This design comes from an exercise in tuning for small area, a short achievable clock period and few clock cycles on the open sky130 flow, not from production work.
The RTL was checked by simulation tests, not by an equivalence proof against the original design.
Power is estimated from default activity; no workload was simulated.

## job 6601
==> flow/design.v <==
package pooling_pkg;
  typedef enum logic [1:0] {
    IDLE   = 2'd0,
    ACCUM  = 2'd1,
    DIVIDE = 2'd2,
    OUT    = 2'd3
  } state_t;
  typedef enum logic {
    POOL_MEAN = 1'b0,
    POOL_MAX  = 1'b1
  } mode_t;
  function automatic integer len_width(input integer max_len);
    len_width = $clog2(max_len + 1);
  endfunction
  function automatic integer acc_width(input integer il, input integer fl, input integer max_len);
    acc_width = il + fl + len_width(max_len);
  endfunction
endpackage
module pool_divider #(
  parameter int NSTEP = 1
) (
  input  logic [3:0]         r_in,
  input  logic [2*NSTEP-1:0] d_in,
  input  logic [5:0]         n1,
  input  logic [5:0]         n3,
  output logic [3:0]         r_out,
  output logic [2*NSTEP-1:0] q_out
);
  logic [3:0] r [NSTEP+1];
  logic [5:0] z [NSTEP];
  logic [6:0] s1 [NSTEP];
  logic [5:0] s2 [NSTEP];
  logic [6:0] s3 [NSTEP];
  logic       c1 [NSTEP];
  logic       c2 [NSTEP];
  logic       c3 [NSTEP];
  always_comb begin
    r[0] = r_in;
    for (int i = 0; i < NSTEP; i++) begin
      z[i]  = {r[i], d_in[2*NSTEP-1-2*i -: 2]};
      s1[i] = {1'b0, z[i]} + {1'b0, n1};
      s2[i] = {1'b0, z[i][5:1]} + {1'b0, n1[4:0]};
      s3[i] = {1'b0, z[i]} + {1'b0, n3};
      c1[i] = s1[i][6];
      c2[i] = s2[i][5];
      c3[i] = s3[i][6];
      q_out[2*NSTEP-1-2*i -: 2] = {c2[i], c3[i] | (c1[i] & !c2[i])};
      if (c3[i])      r[i+1] = s3[i][3:0];
      else if (c2[i]) r[i+1] = {s2[i][2:0], z[i][0]};
      else if (c1[i]) r[i+1] = s1[i][3:0];
      else            r[i+1] = z[i][3:0];
    end
    r_out = r[NSTEP];
  end
endmodule
module pooling_unit #(
  parameter  int IL       = 4,
  parameter  int FL       = 16,
  parameter  int CHANNELS = 4,
  parameter  int MAX_LEN  = 16,
  localparam int LEN_W    = pooling_pkg::len_width(MAX_LEN),
  localparam int ACC_W    = pooling_pkg::acc_width(IL, FL, MAX_LEN),
  localparam int DW       = IL + FL
) (
  input  logic                 clk,
  input  logic                 rst,
  input  logic                 start,
  input  logic                 mode,
  input  logic [LEN_W-1:0]     len_cfg,
  input  logic [CHANNELS*DW-1:0] in_data,
  input  logic                 in_valid,
  output logic                 in_ready,
  output logic [CHANNELS*DW-1:0] out_data,
  output logic                 out_valid,
  input  logic                 out_ready,
  output logic                 busy
);
  localparam int SW     = DW + 4;                
  localparam int LO     = 12;                    
  localparam int NSTEP  = 1;                     
  localparam int NDIV   = DW / (2 * NSTEP);      
  logic             st_acc, st_fix, st_div, st_cor, st_cor2, st_out, st_busy;
  logic             st_first;                    
  logic             mode_q, one_q;
  logic [3:0]       lm1_q;                       
  logic [5:0]       n1_q, n3_q;                  
  logic [3:0]       cnt_q;
  logic [LEN_W-1:0] len_clamped;
  logic             start_ok, beat, last_beat, last_div, any_cor2;
  logic [SW-1:0]         acc_q  [CHANNELS];
  logic                  cy_q   [CHANNELS];    
  logic                  neg_q  [CHANNELS];
  logic [3:0]            r_in   [CHANNELS];
  logic [DW-1:0]         x      [CHANNELS];
  logic [LO:0]           sum_lo [CHANNELS];
  logic [SW-LO-1:0]      sum_hi [CHANNELS];
  logic [DW-1:0]         xg     [CHANNELS];
  logic [DW-1:0]         q_new  [CHANNELS];
  logic                  cor    [CHANNELS];
  logic                  gt     [CHANNELS];
  logic [2*NSTEP-1:0]    d_in   [CHANNELS];
  logic [3:0]            r_nxt  [CHANNELS];
  logic [2*NSTEP-1:0]    q_nxt  [CHANNELS];
  assign in_ready  = st_acc;
  assign out_valid = st_out;
  assign busy      = st_busy;
  always_comb begin
    len_clamped = (len_cfg > LEN_W'(MAX_LEN)) ? LEN_W'(MAX_LEN) : len_cfg;
    start_ok    = start && !st_busy;
    beat        = in_valid && st_acc;
    last_beat   = beat && (cnt_q == '0);
    last_div    = st_div && (cnt_q == '0);
  end
  for (genvar g = 0; g < CHANNELS; g++) begin : g_lane
    always_comb begin
      x[g]      = in_data[g*DW +: DW];
      cor[g]    = neg_q[g] && (acc_q[g][SW-1:DW] != lm1_q);
      xg[g]     = x[g] & {DW{st_acc}};
      sum_lo[g] = {1'b0, acc_q[g][LO-1:0]} + (st_cor ? (LO+1)'(1) : {1'b0, x[g][LO-1:0]});
      sum_hi[g] = acc_q[g][SW-1:LO] + {{(SW-DW){xg[g][DW-1]}}, xg[g][DW-1:LO]}
                + (SW-LO)'(cy_q[g]);
      q_new[g]  = {acc_q[g][DW-2*NSTEP-1:0], q_nxt[g] ^ {(2*NSTEP){neg_q[g]}}};
      gt[g]     = {~x[g][DW-1], x[g][DW-2:0]} > {~acc_q[g][DW-1], acc_q[g][DW-2:0]};
      d_in[g]   = acc_q[g][DW-1 -: 2*NSTEP] ^ {(2*NSTEP){neg_q[g]}};
      r_in[g]   = acc_q[g][SW-1:DW] ^ {(SW-DW){st_first && acc_q[g][SW-1]}};
    end
    pool_divider #(
      .NSTEP(NSTEP)
    ) u_div (
      .r_in (r_in[g]),
      .d_in (d_in[g]),
      .n1   (n1_q),
      .n3   (n3_q),
      .r_out(r_nxt[g]),
      .q_out(q_nxt[g])
    );
    always_ff @(posedge clk) begin
      if (start_ok) begin
        acc_q[g] <= '0;
        acc_q[g][DW-1] <= mode && (len_clamped != '0);
        cy_q[g]  <= 1'b0;
      end else if (beat) begin
        if (!mode_q) begin
          acc_q[g] <= {sum_hi[g], sum_lo[g][LO-1:0]};
          cy_q[g]  <= sum_lo[g][LO];
        end else if (gt[g]) begin
          acc_q[g][DW-1:0] <= x[g];
        end
      end else if (st_fix) begin
        acc_q[g][SW-1:LO] <= sum_hi[g];
        neg_q[g] <= sum_hi[g][SW-LO-1];
      end else if (st_div) begin
        acc_q[g] <= {r_nxt[g], q_new[g]};
      end else if (st_cor) begin
        if (cor[g]) acc_q[g][LO-1:0] <= sum_lo[g][LO-1:0];
        cy_q[g]  <= cor[g] && sum_lo[g][LO];
      end else if (st_cor2) begin
        acc_q[g][SW-1:LO] <= sum_hi[g];
      end
    end
    assign out_data[g*DW +: DW] = acc_q[g][DW-1:0];
  end
  always_comb begin
    any_cor2 = 1'b0;
    for (int c = 0; c < CHANNELS; c++) any_cor2 |= cor[c] && (&acc_q[c][LO-1:0]);
  end
  always_ff @(posedge clk) begin
    if (rst) begin
      st_acc  <= 1'b0;
      st_fix  <= 1'b0;
      st_first <= 1'b0;
      st_div  <= 1'b0;
      st_cor  <= 1'b0;
      st_cor2 <= 1'b0;
      st_out  <= 1'b0;
      st_busy <= 1'b0;
    end else begin
      if (start_ok) begin
        st_busy <= 1'b1;
        st_acc  <= (len_clamped != '0);
        st_out  <= (len_clamped == '0);
      end
      if (last_beat) begin
        st_acc <= 1'b0;
        if (!mode_q && !one_q) st_fix <= 1'b1;
        else st_out <= 1'b1;
      end
      st_first <= st_fix;
      if (st_fix) begin
        st_fix <= 1'b0;
        st_div <= 1'b1;
      end
      if (last_div) begin
        st_div <= 1'b0;
        st_cor <= 1'b1;
      end
      if (st_cor) begin
        st_cor <= 1'b0;
        if (any_cor2) st_cor2 <= 1'b1;
        else st_out <= 1'b1;
      end
      if (st_cor2) begin
        st_cor2 <= 1'b0;
        st_out  <= 1'b1;
      end
      if (st_out && out_ready) begin
        st_out  <= 1'b0;
        st_busy <= 1'b0;
      end
    end
  end
  always_ff @(posedge clk) begin
    if (start_ok) begin
      mode_q <= mode;
      one_q  <= (len_clamped == LEN_W'(1));
      lm1_q  <= 4'(len_clamped - LEN_W'(1));
      n1_q   <= 6'(7'd64 - 7'(len_clamped));
      n3_q   <= 6'(8'd192 - 8'(len_clamped) * 8'd3);
      cnt_q  <= 4'(len_clamped - LEN_W'(1));
    end else if (last_beat) begin
      cnt_q  <= 4'(NDIV - 1);
    end else if (beat || st_div) begin
      cnt_q  <= cnt_q - 4'd1;
    end
  end
endmodule
Settings: LEC_CHECK=0, CAP_MARGIN=20, CORE_MARGIN=2, CORE_UTILIZATION=40, CTS_BUF_LIST=sky130_fd_sc_hd__clkbuf_4 sky130_fd_sc_hd__clkbuf_8, SETUP_SLACK_MARGIN=2.7, SLEW_MARGIN=20; clock period 6.0 ns.
standard.sh (not shown) runs the stock make flow with config.mk's settings and CLKGATE_MAP_FILE= SYNTH_SCRIPT=/design/flow/synth_recipe.tcl, a recipe that flattens the netlist after the stock synthesis.
==> flow/flow/run.sh <==
#!/bin/bash
# The standard layout, with the port buffers made of plain buffers
# (sky130_fd_sc_hd__buf_2) instead of the delay cells buffer_ports picks.
set -euo pipefail
export BUFFER_PORTS_ARGS="-buffer_cell sky130_fd_sc_hd__buf_2"
bash standard.sh > standard.log 2>&1
No stage failed in job 6601, and the final checks on the layout all came back clean.
Testbench counts of job 6601, summed over its fixed seeds: cycles 12,707.
> inputs changed (job 6601 -> job 1762)
# job 6601
export LEC_CHECK = 0
export CAP_MARGIN = 20
export CORE_MARGIN = 2
export CORE_UTILIZATION = 40
export CTS_BUF_LIST = sky130_fd_sc_hd__clkbuf_4 sky130_fd_sc_hd__clkbuf_8
export SETUP_SLACK_MARGIN = 2.7
export SLEW_MARGIN = 20
create_clock -name core_clock -period 6.0 [get_ports {clk}]
# job 1762
export LEC_CHECK = 0
export CAP_MARGIN = 20
export CORE_MARGIN = 2
export CORE_UTILIZATION = 40
export CTS_BUF_LIST = sky130_fd_sc_hd__clkbuf_4 sky130_fd_sc_hd__clkbuf_8
export SETUP_SLACK_MARGIN = 2.9
export SLEW_MARGIN = 20
create_clock -name core_clock -period 6.0 [get_ports {clk}]
==> notes.md <==
The register-to-register slack number comes out higher for job 1762 vs job 6601. Compared job 6601 against job 1762; worst hold slack within noise. Going from job 6601 to job 1762, sequential share of layout area lower, initial antenna violation count higher, utilization higher, via count of the first global-routing pass higher. Changes observed in job 1762 relative to job 6601: net switching power figure climbed about 1.9%; total power climbed 2.5%. Job 6601 → job 1762: total routing usage reported by global routing rose 0.38 points, non-clock buffer count rose 15.
The following lists how job 236 was set up differently from job 1762:
# job 1762
export LEC_CHECK = 0
export CAP_MARGIN = 20
export CORE_MARGIN = 2
export CORE_UTILIZATION = 40
export CTS_BUF_LIST = sky130_fd_sc_hd__clkbuf_4 sky130_fd_sc_hd__clkbuf_8
export SETUP_SLACK_MARGIN = 2.9
export SLEW_MARGIN = 20
create_clock -name core_clock -period 6.0 [get_ports {clk}]
# job 236
export LEC_CHECK = 0
export CAP_MARGIN = 20
export CORE_MARGIN = 2
export CORE_UTILIZATION = 40
export SETUP_SLACK_MARGIN = 3.1
export SLEW_MARGIN = 20
create_clock -name core_clock -period 6.0 [get_ports {clk}]
### Flow results
Comparing design area for job 1762 and job 236, the bigger number came from job 236. The final reports for job 236 and job 1762 show data required time of the critical path lower in the former. Sort job 1762 and job 236 by time the worst path needs with I/O delays and setup asc -> top: job 236.

[port drivers added, routing unchanged]
Ports are ideal in the flow. The routed layouts listed here were re-timed in OpenROAD.
Step 1, drivers: a clkbuf_16 drives clk and a buf_2 each remaining input, both assumed.
Step 2, shift: input delay + t, output delay - t, t = (earliest + latest rising clock arrival at the registers) / 2. This alone moves slack from input paths to output paths.
a / b / c = ideal ports / drivers / drivers and shift; a / b = the first two.
run	t (ns)	setup slack, ns	worst hold slack (ns)	latest minus earliest clock arrival (ns)	cell pins on the clock port's net
job 6601	0.522	2.797 / 2.799 / 2.291	0.470 / 0.470 / 0.470	0.012 / 0.012	1
job 1762	0.514	2.965 / 2.960 / 2.447	0.469 / 0.469 / 0.469	0.019 / 0.019	1
job 236	0.482	2.987 / 2.985 / 2.502	0.488 / 0.488 / 0.488	0.016 / 0.017	1
After both steps every run listed still meets setup and hold. The setup slack of job 1762, which loses most, moves by -0.005 ns with the drivers and by -0.518 ns with both steps.
